Source: an optimization exercise on an open RTL-to-GDS flow (aim: small area, a short achievable clock period and few clock cycles per item). Production flows keep margins and buffers that such runs may drop.
Function was checked by simulation only, so behaviour that the tests miss may differ from the original.
The clock port is modelled as an ideal driver; clocking choices that lean on that would not hold on a real chip.
No activity file was given, so power comes from the tool's default toggle rates.

==> flow/design.v <==
package hafir_pkg;
  localparam int MAX_LINE_WIDTH = 4096;
  localparam int COL_W = 12;
  localparam int LW_W = 13;
  localparam int CH_W = 8;
  localparam int PIX_W = 24;
endpackage
module hafir_lane #(
  parameter int CPA = 1    
) (
  input  logic       k_pass,
  input  logic       k1,
  input  logic       k3,
  input  logic [7:0] a,
  input  logic [7:0] b,
  input  logic [7:0] c,
  input  logic [7:0] d,
  input  logic [7:0] e,
  output logic [7:0] filt
);
  logic [11:0] o1, o2, o3, p, q;
  logic [11:0] x1, y1, x2, y2, x3, y3;
  logic [11:0] sum;
  assign o1 = {3'd0, b, 1'b0};
  assign o2 = {3'd0, d, 1'b0};
  assign o3 = {3'd0, c, 1'b0};
  assign p  = k3 ? {4'd0, a} : {3'd0, c, 1'b0};
  assign q  = ({12{k1}} & {1'b0, c, 3'b000}) | ({12{k3}} & {4'd0, e});
  logic [11:0] h1, h2, h3;
  assign h1 = o1 ^ o2;
  assign x1 = h1 ^ o3;
  assign y1 = {(o1[10:0] & o2[10:0]) | (h1[10:0] & o3[10:0]), 1'b0};
  assign h2 = x1 ^ y1;
  assign x2 = h2 ^ p;
  assign y2 = {(x1[10:0] & y1[10:0]) | (h2[10:0] & p[10:0]), 1'b0};
  assign h3 = x2 ^ y2;
  assign x3 = h3 ^ q;
  assign y3 = {(x2[10:0] & y2[10:0]) | (h3[10:0] & q[10:0]), 1'b0};
  if (CPA == 0) begin : g_add
    assign sum = x3 + y3;
  end else if (CPA == 1) begin : g_skl
    logic [11:0] g [5];
    logic [11:0] t [5];
    always_comb begin
      g[0] = x3 & y3;
      t[0] = x3 ^ y3;
      for (int l = 0; l < 4; l++) begin
        for (int i = 0; i < 12; i++) begin
          if (((i >> l) & 1) == 1) begin
            g[l+1][i] = g[l][i] | (t[l][i] & g[l][((i >> l) << l) - 1]);
            t[l+1][i] = t[l][i] & t[l][((i >> l) << l) - 1];
          end else begin
            g[l+1][i] = g[l][i];
            t[l+1][i] = t[l][i];
          end
        end
      end
    end
    assign sum = t[0] ^ {g[4][10:0], 1'b0};
  end else begin : g_rc
    logic [12:0] cy;
    assign cy[0] = 1'b0;
    for (genvar i = 0; i < 12; i++) begin : g_bit
      assign sum[i]  = x3[i] ^ y3[i] ^ cy[i];
      assign cy[i+1] = (x3[i] & y3[i]) | (x3[i] & cy[i]) | (y3[i] & cy[i]);
    end
  end
  assign filt = k_pass ? c : (k1 ? sum[11:4] : sum[10:3]);
endmodule
module horizontal_antialias_fir_core (
  input  logic        clk,
  input  logic        rst_n,
  input  logic        in_valid,
  output logic        in_ready,
  input  logic [7:0]  red_in,
  input  logic [7:0]  green_in,
  input  logic [7:0]  blue_in,
  output logic        out_valid,
  input  logic        out_ready,
  output logic [7:0]  red_out,
  output logic [7:0]  green_out,
  output logic [7:0]  blue_out,
  output logic        line_end,
  input  logic        cfg_psel,
  input  logic        cfg_penable,
  input  logic        cfg_pwrite,
  input  logic [2:0]  cfg_paddr,
  input  logic [31:0] cfg_pwdata,
  output logic [31:0] cfg_prdata,
  output logic        cfg_pready
);
  logic [1:0]  filter_sel_r;
  logic [12:0] line_width_r;
  logic [12:0] col_r;                     
  logic [23:0] w0_r, w1_r, w2_r, w3_r;    
  logic        v2_r, v3_r;                
  logic        t2_r, t3_r;                
  logic        kp_r, k1_r, k3_r;          
  logic [24:0] o_r;                       
  logic        ov_r;
  logic [23:0] px;
  logic [23:0] filt;
  logic        wr_d_r;
  logic        o_free;
  logic        in_acc;
  logic        cfg_wr;
  logic [12:0] col_inc;
  logic        last;
  logic        col_gt;
  logic        col_eq;
  logic        use_filt;
  logic        emit;
  logic        shift;
  assign px = {red_in, green_in, blue_in};
  assign cfg_pready = 1'b1;
  assign cfg_wr     = cfg_psel && cfg_penable && cfg_pwrite;
  assign cfg_prdata = cfg_paddr[2] ? {19'd0, line_width_r} : {30'd0, filter_sel_r};
  always_ff @(posedge clk) begin
    if (!rst_n) begin
      filter_sel_r <= 2'd0;
      line_width_r <= 13'd640;
    end else if (cfg_wr) begin
      if (cfg_paddr[2]) line_width_r <= cfg_pwdata[12:0];
      else              filter_sel_r <= cfg_pwdata[1:0];
    end
  end
  assign col_gt   = col_r > line_width_r;
  assign col_eq   = col_r == line_width_r;
  assign last     = col_r[12] || col_gt || col_eq;
  assign col_inc  = col_r + 13'd1;
  assign use_filt = in_acc ? (!last && (col_r >= 13'd4))
                           : ((col_r >= 13'd5) && !col_gt);
  always_ff @(posedge clk) begin
    if (!rst_n) begin
      wr_d_r <= 1'b0;
      kp_r   <= 1'b1;
      k1_r   <= 1'b0;
      k3_r   <= 1'b0;
    end else begin
      wr_d_r <= cfg_wr;
      kp_r   <= !use_filt || (filter_sel_r == 2'd0);
      k1_r   <= filter_sel_r == 2'd1;
      k3_r   <= filter_sel_r == 2'd3;
    end
  end
  assign o_free   = !ov_r || out_ready;
  assign in_ready = !wr_d_r && (!v2_r || o_free);
  assign in_acc   = in_valid && in_ready;
  assign emit     = o_free && v2_r && (in_acc || t2_r || (v3_r && t3_r));
  assign shift    = in_acc || ((!v3_r || t3_r) && (emit || (!v2_r && v3_r)));
  for (genvar l = 0; l < 3; l++) begin : g_lane
    hafir_lane u_lane (
      .k_pass     (kp_r),
      .k1         (k1_r),
      .k3         (k3_r),
      .a          (w0_r[l*8 +: 8]),
      .b          (w1_r[l*8 +: 8]),
      .c          (w2_r[l*8 +: 8]),
      .d          (w3_r[l*8 +: 8]),
      .e          (px[l*8 +: 8]),
      .filt       (filt[l*8 +: 8])
    );
  end
  always_ff @(posedge clk) begin
    if (!rst_n) begin
      v2_r  <= 1'b0;
      v3_r  <= 1'b0;
      col_r <= 13'd1;
    end else begin
      if (shift) begin
        v2_r <= v3_r;
        v3_r <= in_acc;
      end else if (emit) begin
        v2_r <= 1'b0;
      end
      if (in_acc) col_r <= last ? 13'd1 : col_inc;
    end
  end
  always_ff @(posedge clk) begin
    if (shift) begin
      w0_r <= w1_r;
      w1_r <= w2_r;
      w2_r <= w3_r;
      w3_r <= px;
      t2_r <= t3_r;
      t3_r <= last;
    end
  end
  always_ff @(posedge clk) begin
    if (!rst_n) ov_r <= 1'b0;
    else        ov_r <= emit || (ov_r && !out_ready);
  end
  always_ff @(posedge clk) begin
    if (o_free) o_r <= {filt, t2_r};
  end
  assign out_valid = ov_r;
  assign red_out   = o_r[24:17];
  assign green_out = o_r[16:9];
  assign blue_out  = o_r[8:1];
  assign line_end  = o_r[0];
endmodule
==> flow/flow/run.sh <==
#!/bin/bash
# Layout flow: the standard layout (standard.sh, with its synthesis
# unchanged), with two changes to how the layout is made:
#  - port buffers: every input and output port still gets a buffer, as a
#    buf_1 cell instead of the resizer's default pick (clkdlybuf4s50_1,
#    which is larger and slower);
#  - clock tree: the same clock_tree_synthesis call as the standard flow
#    (clustering, clock net repair, clkbuf_8 buffers as in config.mk) but
#    without the dummy loads CTS adds to balance its leaf nets.
# All make/OpenROAD/Yosys output goes to flow_make.log here; ORFS keeps each
# step's own log under orfs/logs/.
set -euo pipefail
bash standard.sh \
  "BUFFER_PORTS_ARGS=-buffer_cell sky130_fd_sc_hd__buf_1" \
  "CTS_ARGS=-sink_clustering_enable -repair_clock_nets -sink_clustering_size 50 -sink_clustering_max_diameter 100 -buf_list sky130_fd_sc_hd__clkbuf_8 -dont_use_dummy_load" \
  finish > flow_make.log 2>&1
==> flow/standard.sh <==
#!/bin/bash
# synth_recipe.tcl (not shown) runs the flow's synth.tcl, then flattens the netlist and writes it again
# the make line also repeats each setting of config.mk as NAME=value (left out here)
make -C /OpenROAD-flow-scripts/flow DESIGN_CONFIG=/design/flow/config.mk WORK_HOME=/design/flow/orfs CLKGATE_MAP_FILE= SYNTH_SCRIPT=/design/flow/synth_recipe.tcl "${@:-finish}"
==> flow/config.mk <==
export PLATFORM = sky130hd
export DESIGN_NAME = horizontal_antialias_fir_core
export DESIGN_NICKNAME = horizontal_antialias_fir_core
export VERILOG_FILES = /design/flow/design.v
export SDC_FILE = /design/flow/constraint.sdc
export NUM_CORES = 4
export LEC_CHECK = 0
export CAP_MARGIN = 20
export CORE_MARGIN = 2
export CORE_UTILIZATION = 50
export CTS_BUF_LIST = sky130_fd_sc_hd__clkbuf_8
export CTS_CLUSTER_DIAMETER = 100
export CTS_CLUSTER_SIZE = 50
export SETUP_SLACK_MARGIN = 4.1
export SLEW_MARGIN = 20
==> flow/constraint.sdc <==
create_clock -name core_clock -period 8.5 [get_ports {clk}]
set_input_delay 1.7000 -clock core_clock [delete_from_list [all_inputs] [get_ports {clk}]]
set_output_delay 1.7000 -clock core_clock [all_outputs]
set_load 0.01 [all_outputs]
==> run notes <==
[flip-flops by register name, indices dropped and copies added (netlist names), 2 cells and up]
name / cells
w3_r: 24
filter_sel_r: 2
w2_r: 24
line_width_r: 13
w0_r: 24
col_r: 13
w1_r: 24
o_r: 25
[metal layers]
layer,wire length [um],global-route usage,up-vias
met1,8240,0.254,2987
met5,0,0,-
met2,8970,0.319,92
met3,628,0.0418,9
met4,149,0.0468,0
li1,-,-,2933
[cell usage in the layout, fill, tap and decap left out, drive strengths merged, types with 4 or more instances in the layout]
master	count
a211oi	10
a21o	5
a21oi	39
a22oi	18
and2	30
and3	6
buf	94
clkbuf	18
conb	20
dfxtp	35
edfxtp	123
fa	75
ha	49
inv	115
mux2	8
mux2i	27
nand2	65
nand2b	4
nand3	10
nand4	12
nor2	41
nor2b	6
nor3	14
o211ai	6
o21ai	26
or3	4
xnor2	10
xor2	16
[how the worst max path moves through the flow]
| stage | from | end | slack [ps] | depth (start not counted) |
|---|---|---|---|---|
| 6_report | w2_r[12] | o_r[13] | 4330 | 13 |
| 5_1_grt | w2_r[12] | o_r[14] | 4070 | 13 |
| 3_5_place_dp | red_in[7] | o_r[22] | 3940 | 12 |
| 4_1_cts | cfg_paddr[2] | cfg_prdata[0] | 4150 | 3 |
| 3_3_place_gp | k3_r | o_r[13] | 3920 | 13 |
| 2_1_floorplan | out_ready | t2_r | 1180 | 3 |
[power groups by stage]
stage / sequential (mW) / clock [mW] / combinational [mW]
4_1_cts: 0.953 / 0.435 / 0.899
3_5_place_dp: 0.970 / 0 / 0.890
2_1_floorplan: 0.967 / 0 / 0.712
5_1_grt: 0.959 / 0.460 / 1.04
6_report: 0.950 / 0.417 / 0.891
3_3_place_gp: 0.967 / 0 / 0.861
[cell type report]
type / count / area (um^2) / share of cell area
multi-input cells: 524 / 4510 / 0.439
flip-flops and latches: 158 / 4400 / 0.428
inverters: 117 / 439 / 0.0427
repair buffers: 95 / 412 / 0.0400
well taps: 234 / 293 / 0.0285
clock buffers: 17 / 234 / 0.0227
[worst max-delay path: stages, from the launching register on]
cell      delay [ps]
edfxtp_1         490
fa_1             540
inv_1             50
fa_1             480
fa_1             560
inv_1             40
ha_1             360
nand4_1          130
nor3_1           200
nor3_1           100
fa_1             570
nor2_1            50
a211oi_1         270
a21oi_1           70
[kinds of logic (layout without fill, tap and decap cells)]
family                   Yosys count  after routing  share of synthesized area
other                              2             20                   0.000790
AO/OA/AOI/OAI                    123            123                     0.0818
flip-flops                       158            158                      0.462
AND/OR/NAND/NOR                  196            196                     0.0985
adder cells (fa/ha/maj)          124            124                      0.222
buffers and inverters            162            229                     0.0727
XOR/XNOR                          26             26                     0.0239
multiplexers                      35             35                     0.0379
[what timing repair did]
action / CTS / global route
gates cloned: 0 / 0
resized for setup: 2 / 4
buffers inserted: 0 / 6
hold buffers: 0 / 0
setup endpoints to repair: 9 / 7
[per-stage QoR]
step / hold WS [ps] / total power, mW / worst slack (ps) / cell area [um^2]
after floorplan: 426 / 1.68 / 1180 / 9590
final: 451 / 2.26 / 4330 / 10300
after global routing: 453 / 2.46 / 4070 / 10300
after detailed placement: 437 / 1.86 / 3940 / 9990
after global placement: 430 / 1.83 / 3920 / 9990
after CTS: 448 / 2.29 / 4150 / 10200
==> reports/metrics.yaml <==
pwr:
  p_switching_mw: 0.794
  sequentialPowerShare: 0.421
  p_sw_frac: 0.352
  power.density_nw_per_um2: 220
  p_leak_nw: 4.17
  combPwrFrac: 0.395
  pwr-share-clk: 0.185
  peakVddDrop_mv: 0.0897
  p_int_mw: 1.46
route:
  drt_iter0_drc: 292
  drc: 0
  via_count: 6021
  routedWlPerCell_um: 15.7
  firstDrtPassIters: 4
  via_per_inst: 5.26
  ant_nets: 0
  drt-total-wl_um: 18000
yosys:
  synth.area.top_cells: "edfxtp_1 39%, fa_1 16%, dfxtp_1 7.4%"
  synthMostInstantiatedCell: "edfxtp_1"
  async_flop_share: 0
  synthFlopType: "edfxtp_1"
  yosysTopAreaCell: "edfxtp_1"
  ys_seq_area_frac: 0.462
  synth_edf_count: 123
  yosysUniqueCellTypes: 46
  netlist_instances: 826
  syn_avg_cell_area_um2: 11.5
  synth_top_area_share: 0.388
  synth-seq-cells: 158
  synth_commonest_cells: "123 x edfxtp_1, 115 x inv_1, 75 x fa_1"
  syn_area_um2: 9510
  yosysWarnings: 4
worst_hold_path:
  hold_path_end: "w2_r[16]"
  hp-start: "w3_r[16]"
  min_path_type: "reg2reg"
  hold_depth: 0
critical_path:
  cp_max_fo: 5
  worstPathArrival_ps: 4340
  worst-r2r-setup-slack_ps: 4330
  endpoint_kind: "register"
  reg2reg_to: "o_r[13]"
  rr_worst_depth: 13
  reg2reg_from: "w2_r[12]"
  cp.required_ps: 8670
  start_kind: "register"
  critical_path_class: "reg2reg"
placed_design:
  place.detailed.hpwl_um: 13300
  io_buffers: 84
  gp_congestion: 0.791
  placed_cells: 1122
timing:
  hold_violations: 0
  fmax_mhz: 240
  min_period_ps: 4170
  finalCritPeriodShare: 0.490
  tightest_slew_ps: 834
  fin_skew_ps: 20.5
  max_slew_margin: 0.444
  rsz0062_at_grt: "true"
  setup_viol: 0
  slew_viol_final: 0
  fin_setup_tns_ps: 0
clocking:
  cts_sinks: 158
  clk_latency_ps: 450
  cts_tree: "yes"
  cts_buffers: 17
  clk_pin_slew_worst_paths_ps: 80
die:
  core_area_um2: 18700
  die_h_um: 142
  io_pins: 126
  start_util: 0.508
  die_w_um: 142
  dieArea_um2: 20100
  rows: 50
status:
  status: "timing/DRC/antenna clean"
layout:
  areaGrowthSynthToFinish_pct: 8.14
  instances_no_fill: 1145
  nNetsFinal: 1103
  diodes: 0
  drive_above_1_share: 0.0483
  fill_cells: 1637
  fin_util: 0.550
global_route:
  track_usage: 0.190
  grt_start_max_net_pins: 65
  antenna_found_initial: 0
  grt_first_pass_wirelength_um: 30200
  grt_pass1_vias: 6266
  grt.overflow.total: 0
run:
  maxCapViolCount: 0
Testbench counts, summed over its fixed seeds: cycles 27,321, items 27,129.

==> afterwards: timing with drivers on the ports <==
The flow's constraints put no driver on any port. The routed layout listed below was extracted and timed again, unchanged, in two steps. Step 1 sets driving cells, clkbuf_16 on the clock port and buf_2 on the other inputs (assumed; they add their load-dependent delay and slew). Step 2, shift: input delay + t, output delay - t, t = (earliest + latest rising clock arrival at the registers) / 2. This alone moves slack from input paths to output paths. a / b / c = ideal / step 1 / step 2; a / b = the first two.
t, ns: 0.477
slack for setup (ns): 4.331 / 4.329 / 3.904
hold slack, ns: 0.451 / 0.451 / 0.451
clock arrival spread, ns: 0.022 / 0.021
After both steps setup and hold are still met in this run. For this run, drivers alone change the setup slack by -0.002 ns; drivers and shift together by -0.427 ns.
